Context: an optimization exercise on an open-source flow, tuned for small area and a short achievable clock period. The choices shown serve that exercise and are no tape-out recipe.
The RTL was checked by simulation tests, not by an equivalence proof against the original design.

`design/flow/constraint.sdc`:
```
create_clock -name core_clock -period 5.5 [get_ports {clk}]
set_input_delay 1.1000 -clock core_clock [delete_from_list [all_inputs] [get_ports {clk}]]
set_output_delay 1.1000 -clock core_clock [all_outputs]
set_load 0.01 [all_outputs]
```
`design/flow/run.sh`:
```
#!/bin/bash
# synth_recipe.tcl (not shown) runs the flow's synth.tcl, then flattens the netlist and writes it again
# the make line also repeats each setting of config.mk as NAME=value (left out here)
make -C /OpenROAD-flow-scripts/flow DESIGN_CONFIG=/design/flow/config.mk WORK_HOME=/design/flow/orfs CLKGATE_MAP_FILE= SYNTH_SCRIPT=/design/flow/synth_recipe.tcl finish
```
`design/flow/design.v`:
```
`timescale 1ns/10ps
module md4_core
(
    input  logic         clk,
    input  logic         rst_n,
    input  logic [31:0]  msg,
    output logic [127:0] digest
);
    logic [31:0] m_q, s0, b0_q, f1, s1, b1_q, c1_q, f2, s2, b2_q, c2_q, d2_q, f3, s3, b3_q, c3_q, d3_q, a3_q, f4, s4, b4_q, c4_q, d4_q, a4_q, w4_q, f5, s5, b5_q, c5_q, d5_q, a5_q, w5_q, f6, s6, b6_q, c6_q, d6_q, a6_q, w6_q, f7, s7, b7_q, c7_q, d7_q, a7_q, w7_q, f8, s8, b8_q, c8_q, d8_q, a8_q, w8_q, f9, s9, b9_q, c9_q, d9_q, a9_q, w9_q, f10, s10, b10_q, c10_q, d10_q, a10_q, w10_q, f11, s11, b11_q, c11_q, d11_q, a11_q, w11_q, f12, s12, b12_q, c12_q, d12_q, a12_q, w12_q, f13, s13, b13_q, c13_q, d13_q, a13_q, w13_q, f14, s14, b14_q, c14_q, d14_q, a14_q, w14_q, f15, s15, b15_q, c15_q, d15_q, a15_q, w15_q, f16, s16, b16_q, c16_q, d16_q, a16_q, w16_q, f17, s17, b17_q, c17_q, d17_q, a17_q, w17_q, f18, s18, b18_q, c18_q, d18_q, a18_q, w18_q, f19, s19, b19_q, c19_q, d19_q, a19_q, w19_q, f20, s20, b20_q, c20_q, d20_q, a20_q, w20_q, f21, s21, b21_q, c21_q, d21_q, a21_q, w21_q, f22, s22, b22_q, c22_q, d22_q, a22_q, w22_q, f23, s23, b23_q, c23_q, d23_q, a23_q, w23_q, f24, s24, b24_q, c24_q, d24_q, a24_q, w24_q, f25, s25, b25_q, c25_q, d25_q, a25_q, w25_q, f26, s26, b26_q, c26_q, d26_q, a26_q, w26_q, f27, s27, b27_q, c27_q, d27_q, a27_q, w27_q, f28, s28, b28_q, c28_q, d28_q, a28_q, w28_q, f29, s29, b29_q, c29_q, d29_q, a29_q, w29_q, f30, s30, b30_q, c30_q, d30_q, a30_q, w30_q, f31, s31, b31_q, c31_q, d31_q, a31_q, f32, s32, b32_q, c32_q, d32_q, a32_q, f33, s33, b33_q, c33_q, d33_q, a33_q, f34, s34, b34_q, c34_q, d34_q, a34_q, f35, s35, b35_q, c35_q, d35_q, a35_q, f36, s36, b36_q, c36_q, d36_q, a36_q, f37, s37, b37_q, c37_q, d37_q, a37_q, f38, s38, b38_q, c38_q, d38_q, a38_q, f39, s39, b39_q, c39_q, d39_q, a39_q, f40, s40, b40_q, c40_q, d40_q, a40_q, f41, s41, b41_q, c41_q, d41_q, a41_q, f42, s42, b42_q, c42_q, d42_q, a42_q, f43, s43, b43_q, c43_q, d43_q, a43_q, f44, s44, b44_q, c44_q, d44_q, a44_q, f45, s45, b45_q, c45_q, d45_q, a45_q, f46, s46, b46_q, c46_q, d46_q, a46_q, f47, s47, b47_q, c47_q, d47_q, a47_q, oa, ob, oc, od;
    assign s0 = m_q + 32'hffffffff;
    assign f1 = (32'h98badcfe ^ (b0_q & (32'hefcdab89 ^ 32'h98badcfe)));
    assign s1 = f1 + 32'h103254f6;
    assign f2 = (32'hefcdab89 ^ (b1_q & (c1_q ^ 32'hefcdab89)));
    assign s2 = f2 + 32'h98badcfe;
    assign f3 = (d2_q ^ (b2_q & (c2_q ^ d2_q)));
    assign s3 = f3 + 32'hefcdab89;
    assign f4 = (d3_q ^ (b3_q & (c3_q ^ d3_q)));
    assign s4 = a3_q + f4;
    assign f5 = (d4_q ^ (b4_q & (c4_q ^ d4_q)));
    assign s5 = a4_q + f5;
    assign f6 = (d5_q ^ (b5_q & (c5_q ^ d5_q)));
    assign s6 = a5_q + f6;
    assign f7 = (d6_q ^ (b6_q & (c6_q ^ d6_q)));
    assign s7 = a6_q + f7;
    assign f8 = (d7_q ^ (b7_q & (c7_q ^ d7_q)));
    assign s8 = a7_q + f8;
    assign f9 = (d8_q ^ (b8_q & (c8_q ^ d8_q)));
    assign s9 = a8_q + f9;
    assign f10 = (d9_q ^ (b9_q & (c9_q ^ d9_q)));
    assign s10 = a9_q + f10;
    assign f11 = (d10_q ^ (b10_q & (c10_q ^ d10_q)));
    assign s11 = a10_q + f11;
    assign f12 = (d11_q ^ (b11_q & (c11_q ^ d11_q)));
    assign s12 = a11_q + f12;
    assign f13 = (d12_q ^ (b12_q & (c12_q ^ d12_q)));
    assign s13 = a12_q + f13;
    assign f14 = (d13_q ^ (b13_q & (c13_q ^ d13_q)));
    assign s14 = a13_q + f14;
    assign f15 = (d14_q ^ (b14_q & (c14_q ^ d14_q)));
    assign s15 = a14_q + f15;
    assign f16 = ((b15_q & (c15_q | d15_q)) | (c15_q & d15_q));
    assign s16 = a15_q + f16;
    assign f17 = ((b16_q & (c16_q | d16_q)) | (c16_q & d16_q));
    assign s17 = a16_q + f17;
    assign f18 = ((b17_q & (c17_q | d17_q)) | (c17_q & d17_q));
    assign s18 = a17_q + f18;
    assign f19 = ((b18_q & (c18_q | d18_q)) | (c18_q & d18_q));
    assign s19 = a18_q + f19;
    assign f20 = ((b19_q & (c19_q | d19_q)) | (c19_q & d19_q));
    assign s20 = a19_q + f20;
    assign f21 = ((b20_q & (c20_q | d20_q)) | (c20_q & d20_q));
    assign s21 = a20_q + f21;
    assign f22 = ((b21_q & (c21_q | d21_q)) | (c21_q & d21_q));
    assign s22 = a21_q + f22;
    assign f23 = ((b22_q & (c22_q | d22_q)) | (c22_q & d22_q));
    assign s23 = a22_q + f23;
    assign f24 = ((b23_q & (c23_q | d23_q)) | (c23_q & d23_q));
    assign s24 = a23_q + f24;
    assign f25 = ((b24_q & (c24_q | d24_q)) | (c24_q & d24_q));
    assign s25 = a24_q + f25;
    assign f26 = ((b25_q & (c25_q | d25_q)) | (c25_q & d25_q));
    assign s26 = a25_q + f26;
    assign f27 = ((b26_q & (c26_q | d26_q)) | (c26_q & d26_q));
    assign s27 = a26_q + f27;
    assign f28 = ((b27_q & (c27_q | d27_q)) | (c27_q & d27_q));
    assign s28 = a27_q + f28;
    assign f29 = ((b28_q & (c28_q | d28_q)) | (c28_q & d28_q));
    assign s29 = a28_q + f29;
    assign f30 = ((b29_q & (c29_q | d29_q)) | (c29_q & d29_q));
    assign s30 = a29_q + f30;
    assign f31 = ((b30_q & (c30_q | d30_q)) | (c30_q & d30_q));
    assign s31 = a30_q + f31;
    assign f32 = (b31_q ^ c31_q ^ d31_q);
    assign s32 = a31_q + f32;
    assign f33 = (b32_q ^ c32_q ^ d32_q);
    assign s33 = a32_q + f33;
    assign f34 = (b33_q ^ c33_q ^ d33_q);
    assign s34 = a33_q + f34;
    assign f35 = (b34_q ^ c34_q ^ d34_q);
    assign s35 = a34_q + f35;
    assign f36 = (b35_q ^ c35_q ^ d35_q);
    assign s36 = a35_q + f36;
    assign f37 = (b36_q ^ c36_q ^ d36_q);
    assign s37 = a36_q + f37;
    assign f38 = (b37_q ^ c37_q ^ d37_q);
    assign s38 = a37_q + f38;
    assign f39 = (b38_q ^ c38_q ^ d38_q);
    assign s39 = a38_q + f39;
    assign f40 = (b39_q ^ c39_q ^ d39_q);
    assign s40 = a39_q + f40;
    assign f41 = (b40_q ^ c40_q ^ d40_q);
    assign s41 = a40_q + f41;
    assign f42 = (b41_q ^ c41_q ^ d41_q);
    assign s42 = a41_q + f42;
    assign f43 = (b42_q ^ c42_q ^ d42_q);
    assign s43 = a42_q + f43;
    assign f44 = (b43_q ^ c43_q ^ d43_q);
    assign s44 = a43_q + f44;
    assign f45 = (b44_q ^ c44_q ^ d44_q);
    assign s45 = a44_q + f45;
    assign f46 = (b45_q ^ c45_q ^ d45_q);
    assign s46 = a45_q + f46;
    assign f47 = (b46_q ^ c46_q ^ d46_q);
    assign s47 = a46_q + f47;
    assign oa = a47_q + 32'h67452301;
    assign ob = b47_q + 32'hefcdab89;
    assign oc = c47_q + 32'h98badcfe;
    assign od = d47_q + 32'h10325476;
    always_ff @(posedge clk)
    begin
        m_q <= {msg[7:0], msg[15:8], msg[23:16], msg[31:24]};
        b0_q <= {s0[28:0], s0[31:29]};
        b1_q <= {s1[24:0], s1[31:25]};
        c1_q <= b0_q;
        b2_q <= {s2[20:0], s2[31:21]};
        c2_q <= b1_q;
        d2_q <= c1_q;
        b3_q <= {s3[12:0], s3[31:13]};
        c3_q <= b2_q;
        d3_q <= c2_q;
        a3_q <= d2_q;
        b4_q <= {s4[28:0], s4[31:29]};
        c4_q <= b3_q;
        d4_q <= c3_q;
        a4_q <= d3_q;
        w4_q <= {a3_q[2:0], a3_q[31:3]} + 32'h5a82799a;
        b5_q <= {s5[24:0], s5[31:25]};
        c5_q <= b4_q;
        d5_q <= c4_q;
        a5_q <= d4_q;
        w5_q <= w4_q;
        b6_q <= {s6[20:0], s6[31:21]};
        c6_q <= b5_q;
        d6_q <= c5_q;
        a6_q <= d5_q;
        w6_q <= w5_q;
        b7_q <= {s7[12:0], s7[31:13]};
        c7_q <= b6_q;
        d7_q <= c6_q;
        a7_q <= d6_q;
        w7_q <= w6_q;
        b8_q <= {s8[28:0], s8[31:29]};
        c8_q <= b7_q;
        d8_q <= c7_q;
        a8_q <= d7_q;
        w8_q <= w7_q;
        b9_q <= {s9[24:0], s9[31:25]};
        c9_q <= b8_q;
        d9_q <= c8_q;
        a9_q <= d8_q;
        w9_q <= w8_q;
        b10_q <= {s10[20:0], s10[31:21]};
        c10_q <= b9_q;
        d10_q <= c9_q;
        a10_q <= d9_q;
        w10_q <= w9_q;
        b11_q <= {s11[12:0], s11[31:13]};
        c11_q <= b10_q;
        d11_q <= c10_q;
        a11_q <= d10_q;
        w11_q <= w10_q;
        b12_q <= {s12[28:0], s12[31:29]};
        c12_q <= b11_q;
        d12_q <= c11_q;
        a12_q <= d11_q;
        w12_q <= w11_q;
        b13_q <= {s13[24:0], s13[31:25]};
        c13_q <= b12_q;
        d13_q <= c12_q;
        a13_q <= d12_q + 32'h00000020;
        w13_q <= w12_q;
        b14_q <= {s14[20:0], s14[31:21]};
        c14_q <= b13_q;
        d14_q <= c13_q;
        a14_q <= d13_q;
        w14_q <= w13_q;
        b15_q <= {s15[12:0], s15[31:13]};
        c15_q <= b14_q;
        d15_q <= c14_q;
        a15_q <= d14_q + w14_q;
        w15_q <= w14_q;
        b16_q <= {s16[28:0], s16[31:29]};
        c16_q <= b15_q;
        d16_q <= c15_q;
        a16_q <= d15_q + 32'h5a827999;
        w16_q <= w15_q;
        b17_q <= {s17[26:0], s17[31:27]};
        c17_q <= b16_q;
        d17_q <= c16_q;
        a17_q <= d16_q + 32'h5a827999;
        w17_q <= w16_q;
        b18_q <= {s18[22:0], s18[31:23]};
        c18_q <= b17_q;
        d18_q <= c17_q;
        a18_q <= d17_q + 32'h5a827999;
        w18_q <= w17_q;
        b19_q <= {s19[18:0], s19[31:19]};
        c19_q <= b18_q;
        d19_q <= c18_q;
        a19_q <= d18_q + 32'h5a827a19;
        w19_q <= w18_q;
        b20_q <= {s20[28:0], s20[31:29]};
        c20_q <= b19_q;
        d20_q <= c19_q;
        a20_q <= d19_q + 32'h5a827999;
        w20_q <= w19_q;
        b21_q <= {s21[26:0], s21[31:27]};
        c21_q <= b20_q;
        d21_q <= c20_q;
        a21_q <= d20_q + 32'h5a827999;
        w21_q <= w20_q;
        b22_q <= {s22[22:0], s22[31:23]};
        c22_q <= b21_q;
        d22_q <= c21_q;
        a22_q <= d21_q + 32'h5a827999;
        w22_q <= w21_q;
        b23_q <= {s23[18:0], s23[31:19]};
        c23_q <= b22_q;
        d23_q <= c22_q;
        a23_q <= d22_q + 32'h5a827999;
        w23_q <= w22_q;
        b24_q <= {s24[28:0], s24[31:29]};
        c24_q <= b23_q;
        d24_q <= c23_q;
        a24_q <= d23_q + 32'h5a827999;
        w24_q <= w23_q;
        b25_q <= {s25[26:0], s25[31:27]};
        c25_q <= b24_q;
        d25_q <= c24_q;
        a25_q <= d24_q + 32'h5a827999;
        w25_q <= w24_q;
        b26_q <= {s26[22:0], s26[31:23]};
        c26_q <= b25_q;
        d26_q <= c25_q;
        a26_q <= d25_q + 32'h5a8279b9;
        w26_q <= w25_q;
        b27_q <= {s27[18:0], s27[31:19]};
        c27_q <= b26_q;
        d27_q <= c26_q;
        a27_q <= d26_q + 32'h5a827999;
        w27_q <= w26_q;
        b28_q <= {s28[28:0], s28[31:29]};
        c28_q <= b27_q;
        d28_q <= c27_q;
        a28_q <= d27_q + 32'h5a827999;
        w28_q <= w27_q;
        b29_q <= {s29[26:0], s29[31:27]};
        c29_q <= b28_q;
        d29_q <= c28_q;
        a29_q <= d28_q + 32'h5a827999;
        w29_q <= w28_q;
        b30_q <= {s30[22:0], s30[31:23]};
        c30_q <= b29_q;
        d30_q <= c29_q;
        a30_q <= d29_q + 32'h5a827999;
        w30_q <= w29_q;
        b31_q <= {s31[18:0], s31[31:19]};
        c31_q <= b30_q;
        d31_q <= c30_q;
        a31_q <= d30_q + w30_q + 32'h14577208;
        b32_q <= {s32[28:0], s32[31:29]};
        c32_q <= b31_q;
        d32_q <= c31_q;
        a32_q <= d31_q + 32'h6ed9eba1;
        b33_q <= {s33[22:0], s33[31:23]};
        c33_q <= b32_q;
        d33_q <= c32_q;
        a33_q <= d32_q + 32'h6ed9eba1;
        b34_q <= {s34[20:0], s34[31:21]};
        c34_q <= b33_q;
        d34_q <= c33_q;
        a34_q <= d33_q + 32'h6ed9eba1;
        b35_q <= {s35[16:0], s35[31:17]};
        c35_q <= b34_q;
        d35_q <= c34_q;
        a35_q <= d34_q + 32'h6ed9eba1;
        b36_q <= {s36[28:0], s36[31:29]};
        c36_q <= b35_q;
        d36_q <= c35_q;
        a36_q <= d35_q + 32'h6ed9eba1;
        b37_q <= {s37[22:0], s37[31:23]};
        c37_q <= b36_q;
        d37_q <= c36_q;
        a37_q <= d36_q + 32'h6ed9eba1;
        b38_q <= {s38[20:0], s38[31:21]};
        c38_q <= b37_q;
        d38_q <= c37_q;
        a38_q <= d37_q + 32'h6ed9ebc1;
        b39_q <= {s39[16:0], s39[31:17]};
        c39_q <= b38_q;
        d39_q <= c38_q;
        a39_q <= d38_q + 32'h6ed9ec21;
        b40_q <= {s40[28:0], s40[31:29]};
        c40_q <= b39_q;
        d40_q <= c39_q;
        a40_q <= d39_q + 32'h6ed9eba1;
        b41_q <= {s41[22:0], s41[31:23]};
        c41_q <= b40_q;
        d41_q <= c40_q;
        a41_q <= d40_q + 32'h6ed9eba1;
        b42_q <= {s42[20:0], s42[31:21]};
        c42_q <= b41_q;
        d42_q <= c41_q;
        a42_q <= d41_q + 32'h6ed9eba1;
        b43_q <= {s43[16:0], s43[31:17]};
        c43_q <= b42_q;
        d43_q <= c42_q;
        a43_q <= d42_q + 32'h6ed9eba1;
        b44_q <= {s44[28:0], s44[31:29]};
        c44_q <= b43_q;
        d44_q <= c43_q;
        a44_q <= d43_q + 32'h6ed9eba1;
        b45_q <= {s45[22:0], s45[31:23]};
        c45_q <= b44_q;
        d45_q <= c44_q;
        a45_q <= d44_q + 32'h6ed9eba1;
        b46_q <= {s46[20:0], s46[31:21]};
        c46_q <= b45_q;
        d46_q <= c45_q;
        a46_q <= d45_q + 32'h6ed9eba1;
        b47_q <= {s47[16:0], s47[31:17]};
        c47_q <= b46_q;
        d47_q <= c46_q;
        a47_q <= d46_q;
    end
    always_ff @(posedge clk)
    begin
        if (!rst_n)
            digest <= '0;
        else
            digest <= {oa[7:0], oa[15:8], oa[23:16], oa[31:24], ob[7:0], ob[15:8], ob[23:16], ob[31:24], oc[7:0], oc[15:8], oc[23:16], oc[31:24], od[7:0], od[15:8], od[23:16], od[31:24]};
    end
endmodule
```
`design/flow/config.mk`:
```
export PLATFORM = sky130hd
export DESIGN_NAME = md4_core
export DESIGN_NICKNAME = md4_core
export VERILOG_FILES = /design/flow/design.v
export SDC_FILE = /design/flow/constraint.sdc
export NUM_CORES = 4
export LEC_CHECK = 0
export CAP_MARGIN = 20
export CORE_MARGIN = 2
export CORE_UTILIZATION = 40
export SLEW_MARGIN = 20
```
==> flow_metrics.py, run 1 <==
metrics = {
    "worst_setup_path": {
        "path_buf_inv": 0,
        "end_kind": "flop",
        "critical_path.top_delay_family": "compound AO/OA/AOI/OAI gates",
        "crit_chain": "mux2_2, ha_1, a21o_1, a21o_1, a21o_1, a21oi_1, a21oi_1, o21a_1, o41ai_1, o21ba_2, o21ai_0, xor2_1",
        "required_ns": 6.39,
        "cp_data_arrival_time_ns": 5.76,
        "critPathLaunchType": "flop",
        "cpMaxStageDelayCell": "xor2_1",
        "cp_slowest_stage_delay_ns": 0.84,
        "path_max_fanout": 6,
        "path_common_cell": "a21o_1",
        "cp_num_cells": 12,
        "worstSetupPathType": "reg -> reg",
        "r2r_cells": 12,
    },
    "global_route": {
        "grt_pass1_wl_um": 1090000,
        "grt_use_met2": 0.412,
        "grt_util_met1": 0.288,
        "grt_use_met3": 0.0285,
        "grt_pass1_vias": 158000,
        "overflow": 0,
        "antenna_found_initial": 77,
        "grt_max_degree": 64,
        "grt.busiest_layer": "met2",
        "track_usage": 0.234,
    },
    "final_layout": {
        "fillers": 57300,
        "final_common_cell": "dfxtp_1",
        "seq_area_sq_um": 140000,
        "multiInputGateArea_sq_um": 107000,
        "drive_above_1_share": 0.0741,
        "final_cell_mix": "dfxtp_1 (6,970), xnor2_1 (2,436), ha_1 (1,547), a21oi_1 (1,365), nor2_1 (1,144)",
        "final_cell_area_sq_um": 286000,
        "syn_to_final_growth_pct": 14.5,
        "nets": 24500,
        "largest_reg_flops": 128,
        "regMostFlops": "digest",
    },
    "clock_network": {
        "clk_pin_slew_worst_paths_ns": 0.07,
        "cts.sinks": 6970,
        "post-cts-setup-buffer-count": 0,
        "clock_latency_ns": 1.13,
        "cts_root_buffer": "clkbuf_16",
        "ctsHoldBuffers": 0,
        "cts.repair.resized": 0,
        "cts_tree": "built",
        "clk_path_buf_depth": 4,
        "cts_buffers": 687,
        "cts_max_level": 6,
    },
    "yosys": {
        "mappedNetlistArea_sq_um": 250000,
        "synth_fp_nets": 23700,
        "synth_top_flop_cell": "dfxtp_1",
        "synth_cell_type_count": 98,
        "syn_avg_cell_area_sq_um": 11.3,
        "yosys-top-cells-area": "dfxtp_1 (56%), xnor2_1 (8.5%), ha_1 (7.8%)",
        "yosys.area.top_type": "dfxtp_1",
        "yosysSeqAreaShare": 0.559,
        "synthArstFlopShare": 0,
        "synth-edff-count": 0,
        "yosys_warnings": 1,
        "synth_cells": 22100,
        "ys_ff_latch": 6970,
        "synth_top_area_frac": 0.559,
    },
    "route": {
        "wl_um": 768000,
        "num_vias": 160000,
        "routedWlPerCell_um": 24.2,
        "ant_nets": 0,
        "drtIter0Drc": 11200,
        "via_per_inst": 5.04,
        "drc_errors": 0,
        "first_pass_iters": 7,
    },
    "placed_design": {
        "postPlaceCellArea_sq_um": 261000,
        "gp_congestion": 0.965,
        "place_ws_ns": 0.842,
        "dp_hpwl_um": 635000,
        "buffer_ports.inserted": 161,
    },
    "floorplanning": {
        "initial_utilization": 0.401,
        "dieArea_sq_um": 631000,
        "core-area_sq_um": 623000,
        "rows": 290,
        "die_h_um": 794,
        "die_x_um": 794,
        "io_pins": 162,
    },
    "hold_path": {
        "hold_class": "reg -> reg",
        "worstHoldPathCells": 0,
    },
    "timing": {
        "clock_skew_ns": 0.0916,
        "relSlewSlack": 0.284,
        "drv_slew": 0,
        "worst_slack_ns": 0.630,
        "max_freq_mhz": 205,
        "fin_setup_tns_ns": 0,
        "hold_violations": 0,
        "rsz0062_at_grt": "false",
        "setup_viol": 0,
        "min_period_ns": 4.87,
        "worst_pin_slew_ns": 1.06,
        "fin_crit_sh": 0.885,
    },
    "status": {
        "status": "no timing/DRC/antenna violations",
    },
    "flow_run": {
        "cap_violations": 0,
    },
}
-- worst reg2reg max path, cell delays in order (launching register included) --
cell	delay [ns]
dfxtp_1	0.56
mux2_2	0.39
ha_1	0.36
a21o_1	0.20
a21o_1	0.20
a21o_1	0.20
a21oi_1	0.28
a21oi_1	0.20
o21a_1	0.25
o41ai_1	0.77
o21ba_2	0.31
o21ai_0	0.10
xor2_1	0.84
-- metrics by stage --
step / hold slack [ns] / cells / utilization
2_1_floorplan: 0.310 / 22100 / -
3_3_place_gp: 0.310 / 30500 / 0.419
3_5_place_dp: 0.312 / 30500 / 0.419
4_1_cts: 0.278 / 31700 / 0.459
5_1_grt: 0.273 / 31700 / 0.459
6_report: 0.268 / 31800 / 0.459
-- routing by layer --
layer,vias up,part of all wire
met5,-,0.000098
met3,1357,0.044
li1,78000,-
met2,4230,0.49
met4,12,0.051
met1,76500,0.42
-- cells in the mapped netlist, drive strengths merged, types with 46 or more instances --
library cell / count
nand4: 114
dfxtp: 6970
nor4: 52
fa: 46
clkbuf: 145
maj3: 496
or3: 62
nand3: 399
nand2: 1111
nor3: 253
mux2i: 56
o21a: 204
xor2: 928
o211ai: 78
o31ai: 81
xnor2: 2436
nor2: 1144
o21ai: 774
nand2b: 286
inv: 638
a31oi: 189
nor2b: 241
and3: 186
a2111oi: 46
ha: 1547
or2: 48
a21boi: 93
a211oi: 151
a21o: 690
mux2: 375
a21oi: 1367
and2: 96
o21bai: 196
-- path summary, 6_finish.rpt --
path	from	end	slack (ns)
min	w29_q[5]	w30_q[5]	0.27
max reg2reg	b11_q[8]	b12_q[0]	0.63
max	b11_q[8]	b12_q[0]	0.63
min reg2reg	w29_q[5]	w30_q[5]	0.27
-- final cells by class --
class                           count  area share
Inverter                          638     0.00838
Sequential cell                  6970       0.488
Clock buffer                      930      0.0687
Multi-Input combinational cell  14400       0.375
Antenna cell                       40    0.000350
Timing Repair Buffer              178     0.00613
Clock inverter                    329      0.0169
Tap cell                         8322      0.0364
-- cell families (layout without fill, tap and decap cells) --
family                     Yosys count  count (layout)  share of synthesized area
buffers and inverters              788            2075                     0.0119
muxes                              431             431                     0.0192
AOI/OAI and AO/OA                 4344            4344                      0.112
other                                0              40                          0
and+or+nand+nor                   4130            4130                     0.0788
adders and majority gates         2089            2089                      0.101
xor gates and xnor gates          3364            3364                      0.118
DFF                               6970            6970                      0.559
==> run 2: changes to the inputs <==
--- a/design/flow/design.v
+++ b/design/flow/design.v
@@ -1,4 +1,36 @@
 `timescale 1ns/10ps
+module md4_add32
+(
+    input  logic [31:0] x,
+    input  logic [31:0] y,
+    output logic [31:0] s
+);
+    logic [5:0][31:0] g;
+    logic [5:0][31:0] p;
+    assign g[0] = x & y;
+    assign p[0] = x ^ y;
+    genvar l, i;
+    generate
+        for (l = 0; l < 5; l++)
+        begin : g_lvl
+            for (i = 0; i < 32; i++)
+            begin : g_bit
+                if ((i >> l) & 1)
+                begin : g_node
+                    assign g[l+1][i] = g[l][i] | (p[l][i] & g[l][((i >> l) << l) - 1]);
+                    assign p[l+1][i] = p[l][i] & p[l][((i >> l) << l) - 1];
+                end
+                else
+                begin : g_pass
+                    assign g[l+1][i] = g[l][i];
+                    assign p[l+1][i] = p[l][i];
+                end
+            end
+        end
+    endgenerate
+    assign s = p[0] ^ {g[5][30:0], 1'b0};
+endmodule
+`timescale 1ns/10ps
 module md4_core
 (
     input  logic         clk,
@@ -15,97 +47,97 @@
     assign f3 = (d2_q ^ (b2_q & (c2_q ^ d2_q)));
     assign s3 = f3 + 32'hefcdab89;
     assign f4 = (d3_q ^ (b3_q & (c3_q ^ d3_q)));
-    assign s4 = a3_q + f4;
     assign f5 = (d4_q ^ (b4_q & (c4_q ^ d4_q)));
-    assign s5 = a4_q + f5;
     assign f6 = (d5_q ^ (b5_q & (c5_q ^ d5_q)));
-    assign s6 = a5_q + f6;
     assign f7 = (d6_q ^ (b6_q & (c6_q ^ d6_q)));
-    assign s7 = a6_q + f7;
     assign f8 = (d7_q ^ (b7_q & (c7_q ^ d7_q)));
-    assign s8 = a7_q + f8;
     assign f9 = (d8_q ^ (b8_q & (c8_q ^ d8_q)));
-    assign s9 = a8_q + f9;
     assign f10 = (d9_q ^ (b9_q & (c9_q ^ d9_q)));
-    assign s10 = a9_q + f10;
     assign f11 = (d10_q ^ (b10_q & (c10_q ^ d10_q)));
-    assign s11 = a10_q + f11;
     assign f12 = (d11_q ^ (b11_q & (c11_q ^ d11_q)));
-    assign s12 = a11_q + f12;
     assign f13 = (d12_q ^ (b12_q & (c12_q ^ d12_q)));
-    assign s13 = a12_q + f13;
     assign f14 = (d13_q ^ (b13_q & (c13_q ^ d13_q)));
-    assign s14 = a13_q + f14;
     assign f15 = (d14_q ^ (b14_q & (c14_q ^ d14_q)));
-    assign s15 = a14_q + f15;
     assign f16 = ((b15_q & (c15_q | d15_q)) | (c15_q & d15_q));
-    assign s16 = a15_q + f16;
     assign f17 = ((b16_q & (c16_q | d16_q)) | (c16_q & d16_q));
-    assign s17 = a16_q + f17;
     assign f18 = ((b17_q & (c17_q | d17_q)) | (c17_q & d17_q));
-    assign s18 = a17_q + f18;
     assign f19 = ((b18_q & (c18_q | d18_q)) | (c18_q & d18_q));
-    assign s19 = a18_q + f19;
     assign f20 = ((b19_q & (c19_q | d19_q)) | (c19_q & d19_q));
-    assign s20 = a19_q + f20;
     assign f21 = ((b20_q & (c20_q | d20_q)) | (c20_q & d20_q));
-    assign s21 = a20_q + f21;
     assign f22 = ((b21_q & (c21_q | d21_q)) | (c21_q & d21_q));
-    assign s22 = a21_q + f22;
     assign f23 = ((b22_q & (c22_q | d22_q)) | (c22_q & d22_q));
-    assign s23 = a22_q + f23;
     assign f24 = ((b23_q & (c23_q | d23_q)) | (c23_q & d23_q));
-    assign s24 = a23_q + f24;
     assign f25 = ((b24_q & (c24_q | d24_q)) | (c24_q & d24_q));
-    assign s25 = a24_q + f25;
     assign f26 = ((b25_q & (c25_q | d25_q)) | (c25_q & d25_q));
-    assign s26 = a25_q + f26;
     assign f27 = ((b26_q & (c26_q | d26_q)) | (c26_q & d26_q));
-    assign s27 = a26_q + f27;
     assign f28 = ((b27_q & (c27_q | d27_q)) | (c27_q & d27_q));
-    assign s28 = a27_q + f28;
     assign f29 = ((b28_q & (c28_q | d28_q)) | (c28_q & d28_q));
-    assign s29 = a28_q + f29;
     assign f30 = ((b29_q & (c29_q | d29_q)) | (c29_q & d29_q));
-    assign s30 = a29_q + f30;
     assign f31 = ((b30_q & (c30_q | d30_q)) | (c30_q & d30_q));
-    assign s31 = a30_q + f31;
     assign f32 = (b31_q ^ c31_q ^ d31_q);
-    assign s32 = a31_q + f32;
     assign f33 = (b32_q ^ c32_q ^ d32_q);
-    assign s33 = a32_q + f33;
     assign f34 = (b33_q ^ c33_q ^ d33_q);
-    assign s34 = a33_q + f34;
     assign f35 = (b34_q ^ c34_q ^ d34_q);
-    assign s35 = a34_q + f35;
     assign f36 = (b35_q ^ c35_q ^ d35_q);
-    assign s36 = a35_q + f36;
     assign f37 = (b36_q ^ c36_q ^ d36_q);
-    assign s37 = a36_q + f37;
     assign f38 = (b37_q ^ c37_q ^ d37_q);
-    assign s38 = a37_q + f38;
     assign f39 = (b38_q ^ c38_q ^ d38_q);
-    assign s39 = a38_q + f39;
     assign f40 = (b39_q ^ c39_q ^ d39_q);
-    assign s40 = a39_q + f40;
     assign f41 = (b40_q ^ c40_q ^ d40_q);
-    assign s41 = a40_q + f41;
     assign f42 = (b41_q ^ c41_q ^ d41_q);
-    assign s42 = a41_q + f42;
     assign f43 = (b42_q ^ c42_q ^ d42_q);
-    assign s43 = a42_q + f43;
     assign f44 = (b43_q ^ c43_q ^ d43_q);
-    assign s44 = a43_q + f44;
     assign f45 = (b44_q ^ c44_q ^ d44_q);
-    assign s45 = a44_q + f45;
     assign f46 = (b45_q ^ c45_q ^ d45_q);
-    assign s46 = a45_q + f46;
     assign f47 = (b46_q ^ c46_q ^ d46_q);
-    assign s47 = a46_q + f47;
     assign oa = a47_q + 32'h67452301;
     assign ob = b47_q + 32'hefcdab89;
     assign oc = c47_q + 32'h98badcfe;
     assign od = d47_q + 32'h10325476;
+    md4_add32 u_s4 (.x (a3_q), .y (f4), .s (s4));
+    md4_add32 u_s5 (.x (a4_q), .y (f5), .s (s5));
+    md4_add32 u_s6 (.x (a5_q), .y (f6), .s (s6));
+    md4_add32 u_s7 (.x (a6_q), .y (f7), .s (s7));
+    md4_add32 u_s8 (.x (a7_q), .y (f8), .s (s8));
+    md4_add32 u_s9 (.x (a8_q), .y (f9), .s (s9));
+    md4_add32 u_s10 (.x (a9_q), .y (f10), .s (s10));
+    md4_add32 u_s11 (.x (a10_q), .y (f11), .s (s11));
+    md4_add32 u_s12 (.x (a11_q), .y (f12), .s (s12));
+    md4_add32 u_s13 (.x (a12_q), .y (f13), .s (s13));
+    md4_add32 u_s14 (.x (a13_q), .y (f14), .s (s14));
+    md4_add32 u_s15 (.x (a14_q), .y (f15), .s (s15));
+    md4_add32 u_s16 (.x (a15_q), .y (f16), .s (s16));
+    md4_add32 u_s17 (.x (a16_q), .y (f17), .s (s17));
+    md4_add32 u_s18 (.x (a17_q), .y (f18), .s (s18));
+    md4_add32 u_s19 (.x (a18_q), .y (f19), .s (s19));
+    md4_add32 u_s20 (.x (a19_q), .y (f20), .s (s20));
+    md4_add32 u_s21 (.x (a20_q), .y (f21), .s (s21));
+    md4_add32 u_s22 (.x (a21_q), .y (f22), .s (s22));
+    md4_add32 u_s23 (.x (a22_q), .y (f23), .s (s23));
+    md4_add32 u_s24 (.x (a23_q), .y (f24), .s (s24));
+    md4_add32 u_s25 (.x (a24_q), .y (f25), .s (s25));
+    md4_add32 u_s26 (.x (a25_q), .y (f26), .s (s26));
+    md4_add32 u_s27 (.x (a26_q), .y (f27), .s (s27));
+    md4_add32 u_s28 (.x (a27_q), .y (f28), .s (s28));
+    md4_add32 u_s29 (.x (a28_q), .y (f29), .s (s29));
+    md4_add32 u_s30 (.x (a29_q), .y (f30), .s (s30));
+    md4_add32 u_s31 (.x (a30_q), .y (f31), .s (s31));
+    md4_add32 u_s32 (.x (a31_q), .y (f32), .s (s32));
+    md4_add32 u_s33 (.x (a32_q), .y (f33), .s (s33));
+    md4_add32 u_s34 (.x (a33_q), .y (f34), .s (s34));
+    md4_add32 u_s35 (.x (a34_q), .y (f35), .s (s35));
+    md4_add32 u_s36 (.x (a35_q), .y (f36), .s (s36));
+    md4_add32 u_s37 (.x (a36_q), .y (f37), .s (s37));
+    md4_add32 u_s38 (.x (a37_q), .y (f38), .s (s38));
+    md4_add32 u_s39 (.x (a38_q), .y (f39), .s (s39));
+    md4_add32 u_s40 (.x (a39_q), .y (f40), .s (s40));
+    md4_add32 u_s41 (.x (a40_q), .y (f41), .s (s41));
+    md4_add32 u_s42 (.x (a41_q), .y (f42), .s (s42));
+    md4_add32 u_s43 (.x (a42_q), .y (f43), .s (s43));
+    md4_add32 u_s44 (.x (a43_q), .y (f44), .s (s44));
+    md4_add32 u_s45 (.x (a44_q), .y (f45), .s (s45));
+    md4_add32 u_s46 (.x (a45_q), .y (f46), .s (s46));
+    md4_add32 u_s47 (.x (a46_q), .y (f47), .s (s47));
     always_ff @(posedge clk)
     begin
         m_q <= {msg[7:0], msg[15:8], msg[23:16], msg[31:24]};
==> design/flow/flow/run.sh (new file) <==
#!/bin/bash
# Standard layout, except that synthesis maps the logic with a delay-driven ABC script
# (flow/abc_speed.script in place of ORFS's) and without full-adder extraction.
# Registers, their names and cell types are those of the standard synthesis.
set -euo pipefail
W=$(pwd)
mkdir -p "$W/scripts_abc"
cp -r "$FLOW_HOME/scripts/." "$W/scripts_abc/"
cp "$W/flow/abc_speed.script" "$W/scripts_abc/abc_speed.script"
bash standard.sh synth SCRIPTS_DIR="$W/scripts_abc" ADDER_MAP_FILE= > "$W/synth.log" 2>&1
bash standard.sh finish > "$W/layout.log" 2>&1
==> design/flow/flow/abc_speed.script (new file) <==
strash
dch -f
map -D 1500
buffer -c
upsize -c
dnsize -c
==> design/flow/standard.sh (new file) <==
#!/bin/bash
# synth_recipe.tcl (not shown) runs the flow's synth.tcl, then flattens the netlist and writes it again
# the make line also repeats each setting of config.mk as NAME=value (left out here)
make -C /OpenROAD-flow-scripts/flow DESIGN_CONFIG=/design/flow/config.mk WORK_HOME=/design/flow/orfs CLKGATE_MAP_FILE= SYNTH_SCRIPT=/design/flow/synth_recipe.tcl "${@:-finish}"
--- a/design/flow/config.mk
+++ b/design/flow/config.mk
@@ -8,4 +8,5 @@
 export CAP_MARGIN = 20
 export CORE_MARGIN = 2
 export CORE_UTILIZATION = 40
+export SETUP_SLACK_MARGIN = 2.7
 export SLEW_MARGIN = 20
removed: design/flow/run.sh
==> run 2 against run 1 <==
Effect of this change:
- cell count grew 26%
- area after synthesis rose by 2.4%
- maximum frequency increased by 76%
- largest cell class unchanged
==> flow_metrics.py, run 2 <==
metrics = {
    "status": {
        "status": "no timing/DRC/antenna violations",
    },
    "yosys": {
        "synth_top_flop_cell": "dfxtp_1",
        "synth-edff-count": 0,
        "synth_most_common_cell": "dfxtp_1",
        "synth_fp_nets": 30000,
        "synth_fa_ha_area_frac": 0.00640,
        "synth_top_area_frac": 0.546,
        "yosys-top-cells-area": "dfxtp_1 (55%), nand2_1 (8.1%), xor2_1 (6.5%)",
        "yosys_warnings": 1,
        "synth_mux_area_frac": 0.00755,
        "syn_avg_cell_area_sq_um": 8.53,
        "synth_compound_area_frac": 0.112,
        "yosys.area.top_type": "dfxtp_1",
        "synth_cells": 30000,
        "synth_xor_area_frac": 0.0836,
        "synthArstFlopShare": 0,
        "ys_ff_latch": 6970,
        "mappedNetlistArea_sq_um": 256000,
        "synth_top_family_by_area": "simple AND/OR/NAND/NOR gates",
        "yosysSeqAreaShare": 0.546,
        "synth_cell_type_count": 102,
        "ys_top_cells_by_count": "dfxtp_1 (6,970), nand2_1 (5,515), nor2_1 (4,118), inv_1 (3,728), xor2_1 (1,907)",
        "yosys.area_share.simple": 0.187,
    },
    "placed_design": {
        "buffer_ports.inserted": 161,
        "dp_hpwl_um": 675000,
        "place_ws_ns": 1.66,
        "gp_congestion": 0.959,
    },
    "floorplanning": {
        "io_pins": 162,
        "die_x_um": 804,
        "core-area_sq_um": 637000,
        "initial_utilization": 0.402,
        "die_h_um": 804,
        "dieArea_sq_um": 646000,
        "rows": 293,
    },
    "worst_setup_path": {
        "cp_data_arrival_time_ns": 3.71,
        "end_kind": "flop",
        "path_max_fanout": 16,
        "critPathLaunchType": "flop",
        "worstSetupPathType": "reg -> reg",
        "required_ns": 6.44,
    },
    "clock_network": {
        "cts_root_buffer": "clkbuf_16",
        "clock_latency_ns": 1.14,
        "clk_path_buf_depth": 4,
        "clk_pin_slew_worst_paths_ns": 0.06,
        "cts_tree": "built",
        "ctsHoldBuffers": 0,
        "cts_max_level": 6,
        "cts.sinks": 6970,
        "cts_buffers": 704,
    },
    "timing": {
        "hold_violations": 0,
        "worst_slack_ns": 2.73,
        "setup_viol": 0,
        "clock_skew_ns": 0.106,
        "max_freq_mhz": 361,
        "fin_setup_tns_ns": 0,
        "fin_crit_sh": 0.504,
        "rsz0062_at_grt": "true",
        "relSlewSlack": 0.288,
        "min_period_ns": 2.77,
        "drv_slew": 0,
        "worst_pin_slew_ns": 1.06,
    },
    "route": {
        "routedWlPerCell_um": 20.7,
        "num_vias": 194000,
        "via_per_inst": 4.85,
        "wl_um": 829000,
        "ant_nets": 0,
        "first_pass_iters": 8,
        "drtIter0Drc": 15300,
        "drc_errors": 0,
    },
    "flow_run": {
        "cap_violations": 0,
    },
    "final_layout": {
        "syn_to_final_growth_pct": 16.8,
        "regMostFlops": "digest",
        "nets": 31100,
        "drive_above_1_share": 0.0983,
        "final_cell_mix": "dfxtp_1 (6,768), nand2_1 (5,424), nor2_1 (3,958), inv_1 (3,717), xor2_1 (1,860)",
        "largest_reg_flops": 128,
        "final_util": 0.469,
        "final_common_cell": "dfxtp_1",
    },
    "global_route": {
        "overflow": 0,
        "grt_pass1_wl_um": 1190000,
        "grt_max_degree": 47,
        "grt_pass1_vias": 183000,
        "antenna_found_initial": 75,
        "track_usage": 0.246,
    },
    "hold_path": {
        "hold_class": "reg -> reg",
    },
}
==> run 2: routing by layer <==
layer,GRT usage,part of all wire,up-vias
met3,0.0326,0.053,1572
met2,0.417,0.47,5401
met1,0.309,0.42,89900
li1,-,-,97500
met5,0,0.00023,-
met4,0.117,0.056,28
==> run 2: layout make-up <==
cell class | count | area (sq um)
tap | 8407 | 10500
sequential | 6970 | 140000
inverter | 3732 | 14000
antenna | 23 | 57.6
timing repair buffer | 463 | 3970
multi-input combinational | 19200 | 105000
clock inverter | 324 | 4580
fill | 60200 | 338000
clock buffer | 963 | 20100
==> run 2: cells by family after synthesis <==
group                    count (synthesis)
AO/OA/AOI/OAI                         4779
XOR/XNOR                              2442
adder cells (fa/ha/maj)                163
buffers and inverters                 3850
flip-flops                            6970
multiplexers                           176
AND/OR/NAND/NOR                      11600
==> run 2: final timing paths <==
path	start	end	slack, ns	cells past startpoint
hold / removal	w18_q[0]	w19_q[0]	0.30	0
setup / recovery	d31_q[6]	b32_q[25]	2.73	11
setup reg to reg	d31_q[6]	b32_q[25]	2.73	11
hold reg to reg	w18_q[0]	w19_q[0]	0.30	0
==> run 2: worst max-delay path: stages (launching register included) <==
cell and delay [ns]:
dfxtp_1 0.49, xnor2_1 0.21, xor2_2 0.26, xor2_1 0.37, nand2_1 0.12, nor3b_1 0.36
nand2_1 0.09, nand2_1 0.23, a21boi_4 0.10, buf_12 0.16, o211ai_1 0.17, nand2_1 0.09
==> run 2: what timing repair did <==
item | 4_1_cts | 5_1_grt
pin swaps | 61 | 212
gates resized for setup | 769 | 871
setup endpoints to repair | 838 | 990
buffers inserted | 76 | 207
gates cloned | 9 | 10
hold endpoints to repair | 0 | 0
==> run 2: through the flow <==
stage                     hold WS (ns)  instance area, sq um  instances
after global routing             0.296                299000      40000
after floorplan                  0.310                256000      30000
after detailed placement         0.312                267000      38400
after global placement           0.310                267000      38400
final                            0.303                299000      40000
after CTS                        0.286                294000      39800

-- separate check: timing with driven ports --
The flow's constraints put no driver on any port. The routed layouts listed below were extracted and timed again, unchanged, in two steps. Step 1 sets driving cells, clkbuf_16 on the clock port and buf_2 on the other inputs (assumed; they add their load-dependent delay and slew). Step 2 adds t to the input delays and takes it off the output delays; t is the mean of the earliest and latest rising clock arrival at the registers after step 1. Input paths then give back, and output paths get back, about the clock's delay inside the block. Slacks: ideal ports / drivers / drivers and shift; pairs: ideal ports / drivers.
run | shift t [ns] | setup WS [ns] | clock arrival spread, ns
run 1 | 1.212 | 0.630 / 0.630 / 0.630 | 0.110 / 0.110
run 2 | 1.205 | 2.730 / 2.653 / 2.182 | 0.135 / 0.135
After both steps setup and hold are still met in every run listed. For run 2, which loses most, drivers alone change the setup slack by -0.077 ns; drivers and shift together by -0.548 ns.
